This is an optimization exercise on Yosys and OpenROAD, whose aim is small area, a short achievable clock period and few clock cycles, not a production implementation. Function was checked by simulation only, so behaviour that the tests miss may differ from the original. Power and IR drop assume default switching activity.

== exp/violet ==
==> flow/design.v <==
package pix_pkg;
	localparam int PIXEL_BITS = 8;
	localparam int LANES      = 4;                   
	typedef logic [PIXEL_BITS-1:0]       pixel_t;
	typedef logic [LANES*PIXEL_BITS-1:0] beat_t;    
	localparam int LINE_BEATS   = 4;                 
	localparam int STORED_LINES = 4;                 
	typedef logic [1:0] col_t;                       
	typedef logic [2:0] row_cnt_t;                   
endpackage
package filt_pkg;
	typedef logic [1:0] rot_t;
	typedef logic [7:0] coeff_t;
	localparam coeff_t H_EDGE   = 8'd6;
	localparam coeff_t H_NEAR   = 8'd58;
	localparam coeff_t H_CENTER = 8'd128;
	typedef logic [15:0] prod_t;                     
	typedef logic [17:0] sum_t;                      
	localparam sum_t ROUND_BIAS  = 18'd128;
	localparam int   ROUND_SHIFT = 8;
endpackage
`timescale 1ns/1ps
module y_filter_top
(
	input  logic  clock,
	input  logic  reset,
	input  logic  in_valid,
	output logic  in_ready,
	input  pix_pkg::beat_t in_data,
	input  logic  in_first,
	output logic  out_valid,
	input  logic  out_ready,
	output pix_pkg::beat_t out_data
);
	localparam int LANES = pix_pkg::LANES;
	localparam int PB    = pix_pkg::PIXEL_BITS;
	localparam int LB    = pix_pkg::LINE_BEATS;
	localparam int DEPTH = LB * pix_pkg::STORED_LINES - 2;    
	logic           adv;                                 
	logic           accept;
	pix_pkg::beat_t sr [DEPTH];                          
	logic [9:0]     g2 [LANES];                          
	logic [9:0]     u2 [LANES];                          
	logic [14:0]    p [LANES];                           
	pix_pkg::col_t  col;
	logic [2:0]     row;
	pix_pkg::beat_t res;
	assign adv      = !out_valid || out_ready;
	assign in_ready = adv;
	assign accept   = adv && in_valid;
	pix_pkg::col_t eff_col;
	logic [2:0]    eff_row;
	assign eff_col = in_first ? pix_pkg::col_t'(0) : col;
	assign eff_row = in_first ? 3'd0 : row;
	always_ff @(posedge clock) begin
		if (reset) begin
			col <= '0;
			row <= '0;
		end else if (accept) begin
			col <= eff_col + pix_pkg::col_t'(1);
			if (eff_col == pix_pkg::col_t'(LB - 1) && !eff_row[2]) begin
				row <= eff_row + 3'd1;
			end else begin
				row <= eff_row;
			end
		end
	end
	function automatic logic [29:0] csa(input logic [14:0] a, input logic [14:0] b, input logic [14:0] c);
		csa = {(a & b) | (a & c) | (b & c), a ^ b ^ c};
	endfunction
	function automatic logic [14:0] add15(input logic [14:0] a, input logic [14:0] b);
		logic [14:0] g;
		logic [14:0] p;
		logic [14:0] gg;
		logic [14:0] pp;
		g  = a & b;
		p  = a ^ b;
		gg = g;
		pp = p;
		for (int lv = 0; lv < 4; lv++) begin
			for (int i = 0; i < 15; i++) begin
				if ((i >> lv) & 1) begin
					int j;
					j = ((i >> lv) << lv) - 1;
					gg[i] = gg[i] | (pp[i] & gg[j]);
					pp[i] = pp[i] & pp[j];
				end
			end
		end
		add15 = p ^ {gg[13:0], 1'b0};
	endfunction
	function automatic logic [14:0] cpa1(input logic [29:0] cs);
		cpa1 = add15(cs[14:0], {cs[28:15], 1'b1});
	endfunction
	always_ff @(posedge clock) begin
		if (accept) begin
			sr[0] <= in_data;
			for (int k = 1; k < DEPTH; k++) begin
				sr[k] <= sr[k-1];
			end
			for (int l = 0; l < LANES; l++) begin
				logic [14:0] t;
				logic [14:0] gx;
				t      = cpa1(csa(15'(sr[13][l*PB +: PB]), ~(15'(sr[9][l*PB +: PB])), ~(15'(sr[1][l*PB +: PB]))));
				g2[l] <= t[9:0];
				t      = cpa1(csa(15'(sr[9][l*PB +: PB]), 15'(sr[1][l*PB +: PB]), {6'd0, sr[5][l*PB +: PB], 1'b1}));
				u2[l] <= t[9:0];
				gx     = {{5{g2[l][9]}}, g2[l]};
				p[l]  <= cpa1(csa({gx[13:0], 1'b1}, gx, {u2[l], 5'd0}));
			end
		end
	end
	always_comb begin
		for (int l = 0; l < LANES; l++) begin
			logic [14:0] acc;
			acc = cpa1(csa(p[l], {6'd0, in_data[l*PB +: PB], 1'b0}, {7'd0, in_data[l*PB +: PB]}));
			res[l*PB +: PB] = acc[14:7];
		end
	end
	always_ff @(posedge clock) begin
		if (reset) begin
			out_valid <= 1'b0;
		end else if (adv) begin
			out_valid <= in_valid && eff_row[2];         
		end
	end
	always_ff @(posedge clock) begin
		if (adv) begin
			out_data <= res;
		end
	end
endmodule
clock: 5.5 ns
lec_check: 0
abc_area: 1
cap_margin: 20
core_margin: 2
core_utilization: 55
cts_buf_list: sky130_fd_sc_hd__clkbuf_8
cts_cluster_diameter: 50
cts_cluster_size: 18
setup_slack_margin: 2.9
slew_margin: 20
standard.sh (not shown) runs the stock make flow with config.mk's settings and CLKGATE_MAP_FILE= SYNTH_SCRIPT=/design/flow/synth_recipe.tcl, a recipe that flattens the netlist after the stock synthesis.
==> flow/flow/run.sh <==
#!/bin/bash
# The standard layout, except that clock tree synthesis adds no dummy loads
# (same clustering and buffer as config.mk asks for). The make output goes to
# standard_make.log here; each ORFS step also keeps its own log under orfs/logs.
set -euo pipefail
export CTS_ARGS="-sink_clustering_enable -repair_clock_nets -dont_use_dummy_load -sink_clustering_size 18 -sink_clustering_max_diameter 50 -buf_list sky130_fd_sc_hd__clkbuf_8"
bash standard.sh finish > standard_make.log 2>&1
exp/violet: flow completed, timing, DRC and antenna clean
Testbench counts of exp/violet, summed over its fixed seeds: cycles 3,080.
Changes in exp/umber relative to exp/violet:
Settings: a deleted CTS_CLUSTER_SIZE that had been 18; a deleted CTS_CLUSTER_DIAMETER that had been 50; a change of CORE_UTILIZATION from 55 to 40; a deleted ABC_AREA that had been 1.
==> flow/run.sh (new file) <==
#!/bin/bash
# synth_recipe.tcl (not shown) runs the flow's synth.tcl, then flattens the netlist and writes it again
# the make line also repeats each setting of config.mk as NAME=value (left out here)
make -C /OpenROAD-flow-scripts/flow DESIGN_CONFIG=/design/flow/config.mk WORK_HOME=/design/flow/orfs CLKGATE_MAP_FILE= SYNTH_SCRIPT=/design/flow/synth_recipe.tcl finish
removed: flow/flow/run.sh
removed: flow/standard.sh
Findings:
- exp/umber closes out successfully: all stages finished, all timing, DRC and antenna checks passed.
- [exp/umber] post-cts gate resize count rose 82 relative to exp/violet
- Diff exp/violet -> exp/umber: power spent charging and discharging nets shows an increase of 9.4%; power after layout picked up an extra about 18%; arrival time at the worst endpoint grew by 0.37 ns; die area now larger.
### exp/umber -> exp/sierra
Settings: ABC_AREA newly set to 1; CORE_UTILIZATION changed from 40 to 55; SETUP_SLACK_MARGIN changed from 2.9 to 3.2.
## What came out
- [exp/sierra] initial antenna violation count rose 1 relative to exp/umber
- Going from exp/umber to exp/sierra, basic-gate share of the synthesized area counting and, or, nand and nor cells grows by 4.9 points.
- [exp/sierra] number of fillers in the final layout fell 1990 relative to exp/umber
- H-tree depth came out exactly the same in exp/sierra and exp/umber.
- Global-route wire length before repair for exp/sierra is higher than for exp/umber.
- exp/sierra vs exp/umber, launch point of the worst path: in_data[13] vs sr[9][17]
- Critical path capture point = out_data[9]: exp/sierra; critical path capture point = u2[2][8]: exp/umber
- Per the comparison of exp/sierra with exp/umber, sequential share of layout area went down 1.2 points, smallest hold slack did not really move, clock-buffer cell count dropped 5.
diff inputs: exp/sierra => exp/yarrow
Settings: putting CTS_CLUSTER_DIAMETER at 50 where nothing was set; putting CTS_CLUSTER_SIZE at 18 where nothing was set; swapping 3.2 for 2.9 in SETUP_SLACK_MARGIN.
### Flow results
Post-route standard cell area excluding fillers (lower): exp/yarrow
| register-to-register slack | higher: exp/sierra |
Going from exp/sierra to exp/yarrow, critical path depth now sits lower; power in sequential cells now sits at about the same level; largest net degree at the start of global routing now sits lower; signal arrival time at the worst endpoint now sits lower.
> inputs changed (exp/yarrow -> exp/willow)
Settings: changing CORE_UTILIZATION from 55 to 70; removing CTS_CLUSTER_DIAMETER (formerly 50); removing CTS_CLUSTER_SIZE (formerly 18).
[summary]
Relative to exp/yarrow, sequential cell area share has gone down in exp/willow. Compared with exp/yarrow, power in exp/willow increased by a few percent. Compared with exp/yarrow, in exp/willow total number of placement rows went down by 9; shortest clock period the worst path allows after layout dropped 0.011 ns; wire length reported by the detailed router shows an increase of about 4%; global placer's final weighted congestion up 8.7%. exp/willow vs. exp/yarrow: cell area has increased; number of buffers inserted by post-CTS setup repair picked up an extra 6.

* * *

RTL: the design.v shown in full above, as it stands there.
make LEC_CHECK=0 ABC_AREA=1 CAP_MARGIN=20 CORE_MARGIN=2 CORE_UTILIZATION=55 CTS_BUF_LIST=sky130_fd_sc_hd__clkbuf_8 SETUP_SLACK_MARGIN=2.9 SLEW_MARGIN=20 finish   # period 5.5 ns
run.sh (not shown) runs the stock make flow with config.mk's settings and CLKGATE_MAP_FILE= SYNTH_SCRIPT=/design/flow/synth_recipe.tcl, a recipe that flattens the netlist after the stock synthesis.
Stock flow here: none of the scripts above is used.
Testbench counts at the start, summed over its fixed seeds: cycles 3,080.
Rerun with:
CORE_UTILIZATION = 40   (was 55)
After rerunning: The new run ran to the end with no violations. Die area goes up by about 37%. Non-clock buffer count goes down by 3. Core utilization goes down by 17 points. Fmax goes down by about 3.3%. Flip-flop and latch count does not change. Total power goes up by 1.6%. Area after synthesis is unchanged. Combinational power stays flat. Register-to-register slack degrades by 0.06 ns. Global-route usage goes down by 4.3 points. Clock-buffer cell count goes up by 3.

* * *

run A:
y_filter_top, a different RTL version from the one above (not shown whole).
Size: ~2100 cells after synthesis, roughly 630 flip-flops, roughly 71 I/O pins.
Settings: LEC_CHECK=0, ABC_AREA=1, CAP_MARGIN=20, CORE_MARGIN=2, CORE_UTILIZATION=55, CTS_BUF_LIST=sky130_fd_sc_hd__clkbuf_8, CTS_CLUSTER_DIAMETER=50, CTS_CLUSTER_SIZE=18, SETUP_SLACK_MARGIN=3.0, SLEW_MARGIN=20; clock period 5.5 ns.
standard.sh (not shown) runs the stock make flow with config.mk's settings and CLKGATE_MAP_FILE= SYNTH_SCRIPT=/design/flow/synth_recipe.tcl, a recipe that flattens the netlist after the stock synthesis.
==> flow/flow/run.sh <==
#!/bin/bash
set -euo pipefail
export BUFFER_PORTS_ARGS="-buffer_cell sky130_fd_sc_hd__buf_2"
export CTS_ARGS="-sink_clustering_enable -repair_clock_nets -dont_use_dummy_load -sink_clustering_size 30 -sink_clustering_max_diameter 60 -buf_list sky130_fd_sc_hd__clkbuf_16"
bash standard.sh MATCH_CELL_FOOTPRINT=0 finish > standard_make.log 2>&1
Testbench counts of run A, summed over its fixed seeds: cycles 3,080.
Setup changes, run A to run B
==> flow/flow/run.sh <==
#!/bin/bash
set -euo pipefail
export BUFFER_PORTS_ARGS="-buffer_cell sky130_fd_sc_hd__buf_2"
export CTS_ARGS="-sink_clustering_enable -repair_clock_nets -dont_use_dummy_load -sink_clustering_size 10 -sink_clustering_max_diameter 40 -buf_list sky130_fd_sc_hd__clkbuf_4"
bash standard.sh MATCH_CELL_FOOTPRINT=0 finish > standard_make.log 2>&1
diff --git a/flow/config.mk b/flow/config.mk
--- a/flow/config.mk
+++ b/flow/config.mk
@@ -11 +11 @@
-export CORE_UTILIZATION = 55
+export CORE_UTILIZATION = 48
Notes after the runs:
Run B: full flow OK, the timing, design-rule and antenna checks passed
Changes observed in run B relative to run A: worst setup slack increased 4.7 ps; area taken by flip-flops and latches level.
Changes observed in run B relative to run A: slew at the pin with the worst max-slew slack increased by 60 ps relative to the old numbers; placer's final routability congestion estimate increased by 0.022 relative to the old numbers; per-cell routed wire length decreased by about 2.3% relative to the old numbers; share of power burned in the clock network decreased by 3.5 points relative to the old numbers; worst max-slew margin expressed relative to the limit decreased by 4.0 points relative to the old numbers.
Between run A and run B, the flow reports pin count of the biggest net entering global routing increasing by a few percent.
From run A to run B the numbers moved as follows: wire length of the first global-routing pass climbed 4.2%, cell row count climbed 6.
The inputs of run C differ from those of run B as listed below.
==> flow/flow/run.sh <==
#!/bin/bash
set -euo pipefail
export BUFFER_PORTS_ARGS="-buffer_cell sky130_fd_sc_hd__buf_2"
export CTS_ARGS="-sink_clustering_enable -repair_clock_nets -dont_use_dummy_load -sink_clustering_size 18 -sink_clustering_max_diameter 50 -buf_list sky130_fd_sc_hd__clkbuf_8"
bash standard.sh MATCH_CELL_FOOTPRINT=0 finish > standard_make.log 2>&1
diff --git a/flow/config.mk b/flow/config.mk
--- a/flow/config.mk
+++ b/flow/config.mk
@@ -11 +11 @@
-export CORE_UTILIZATION = 48
+export CORE_UTILIZATION = 55
@@ -15 +15 @@
-export SETUP_SLACK_MARGIN = 3.0
+export SETUP_SLACK_MARGIN = 2.75
[summary]
In run C, the fraction of power consumed by the clock network came out 0.2 points above the value in run B. Run B → run C: number of fillers in the final layout decreased by 21% relative to the old numbers, total routed wirelength decreased by 3.6% relative to the old numbers, number of nets in the final layout decreased by 65 relative to the old numbers, power decreased by 1.1% relative to the old numbers, share of layout cells above drive strength 1 decreased by 3.5 points relative to the old numbers. For internal power, run C and run B come out practically identical. The lower iteration-0 DRC count of the detailed router came out of run B.
Changes in run D relative to run C:
==> flow/run.sh (new file) <==
#!/bin/bash
# synth_recipe.tcl (not shown) runs the flow's synth.tcl, then flattens the netlist and writes it again
# the make line also repeats each setting of config.mk as NAME=value (left out here)
make -C /OpenROAD-flow-scripts/flow DESIGN_CONFIG=/design/flow/config.mk WORK_HOME=/design/flow/orfs CLKGATE_MAP_FILE= SYNTH_SCRIPT=/design/flow/synth_recipe.tcl finish
diff --git a/flow/config.mk b/flow/config.mk
--- a/flow/config.mk
+++ b/flow/config.mk
@@ -15 +15 @@
-export SETUP_SLACK_MARGIN = 2.75
+export SETUP_SLACK_MARGIN = 2.9
removed: flow/flow/run.sh
removed: flow/standard.sh
--- outcome ---
A path type of the worst setup path of input port to output port is what run C shows, while input port to register belongs to run D.
Critical path startpoint: out_ready -> run C, in_data[3] -> run D
Relative to run C, the setup slack of run D is higher by 80 ps.
Of run C and run D, run C shows the higher layout filler cell count, with run D below it.
In the flow results for run C and run D, the routed length on met3 is smaller on run D.
Proportion of power drawn by the clock network ends up higher on run D.
The run showing the smaller switching power as a share of total power is run C.
The combinational group share of total power in run D was lower than what run C gave.
Clock tree buffer count of the final layout: run D vs run C up 13

## afterwards: timing with drivers on the ports
No port has a modelled driver above. Below, the same layouts with a new extraction and two added sets of constraints. Step 1: set_driving_cell puts a clkbuf_16 on clock and a buf_2 on each other input, an assumption about the parent block. Step 2 adds t to the input delays and takes it off the output delays; t is the mean of the earliest and latest rising clock arrival at the registers after step 1. Input paths then give back, and output paths get back, about the clock's delay inside the block. Three values: ideal ports, drivers, drivers and shift; two values: the first two.
| run | t, ns | slack for setup (ns) | worst setup path after step 2 | clock arrival spread, ns | worst slew at a driven data input, ns |
|---|---|---|---|---|---|
| exp/violet | 0.720 | 2.832 / 2.865 / 2.146 | input to register | 0.067 / 0.067 | 0.05 |
| exp/umber | 0.728 | 2.459 / 2.459 / 2.022 | input to register | 0.045 / 0.045 | 0.07 |
| exp/sierra | 0.718 | 2.872 / 2.890 / 2.172 | input to register | 0.032 / 0.031 | 0.07 |
| exp/yarrow | 0.738 | 2.827 / 2.803 / 2.177 | input to register | 0.027 / 0.027 | 0.05 |
| exp/willow | 0.701 | 2.838 / 2.863 / 2.162 | input to register | 0.028 / 0.028 | 0.07 |
| the first run of note 2 | 0.715 | 2.861 / 2.888 / 2.173 | input to register | 0.028 / 0.028 | 0.05 |
| the second run of note 2 | 0.724 | 2.771 / 2.746 / 2.148 | input to register | 0.048 / 0.047 | 0.12 |
| run A | 0.640 | 2.982 / 2.935 / 2.416 | input to register | 0.074 / 0.074 | 0.10 |
| run B | 0.846 | 2.986 / 2.935 / 2.305 | input to register | 0.120 / 0.120 | 0.06 |
| run C | 0.698 | 2.843 / 2.819 / 2.283 | input to register | 0.075 / 0.075 | 0.07 |
| run D | 0.697 | 2.923 / 2.909 / 2.237 | input to register | 0.032 / 0.031 | 0.06 |
After both steps every run listed still meets setup and hold. The setup slack of exp/sierra, which loses most, moves by +0.018 ns with the drivers and by -0.700 ns with both steps.
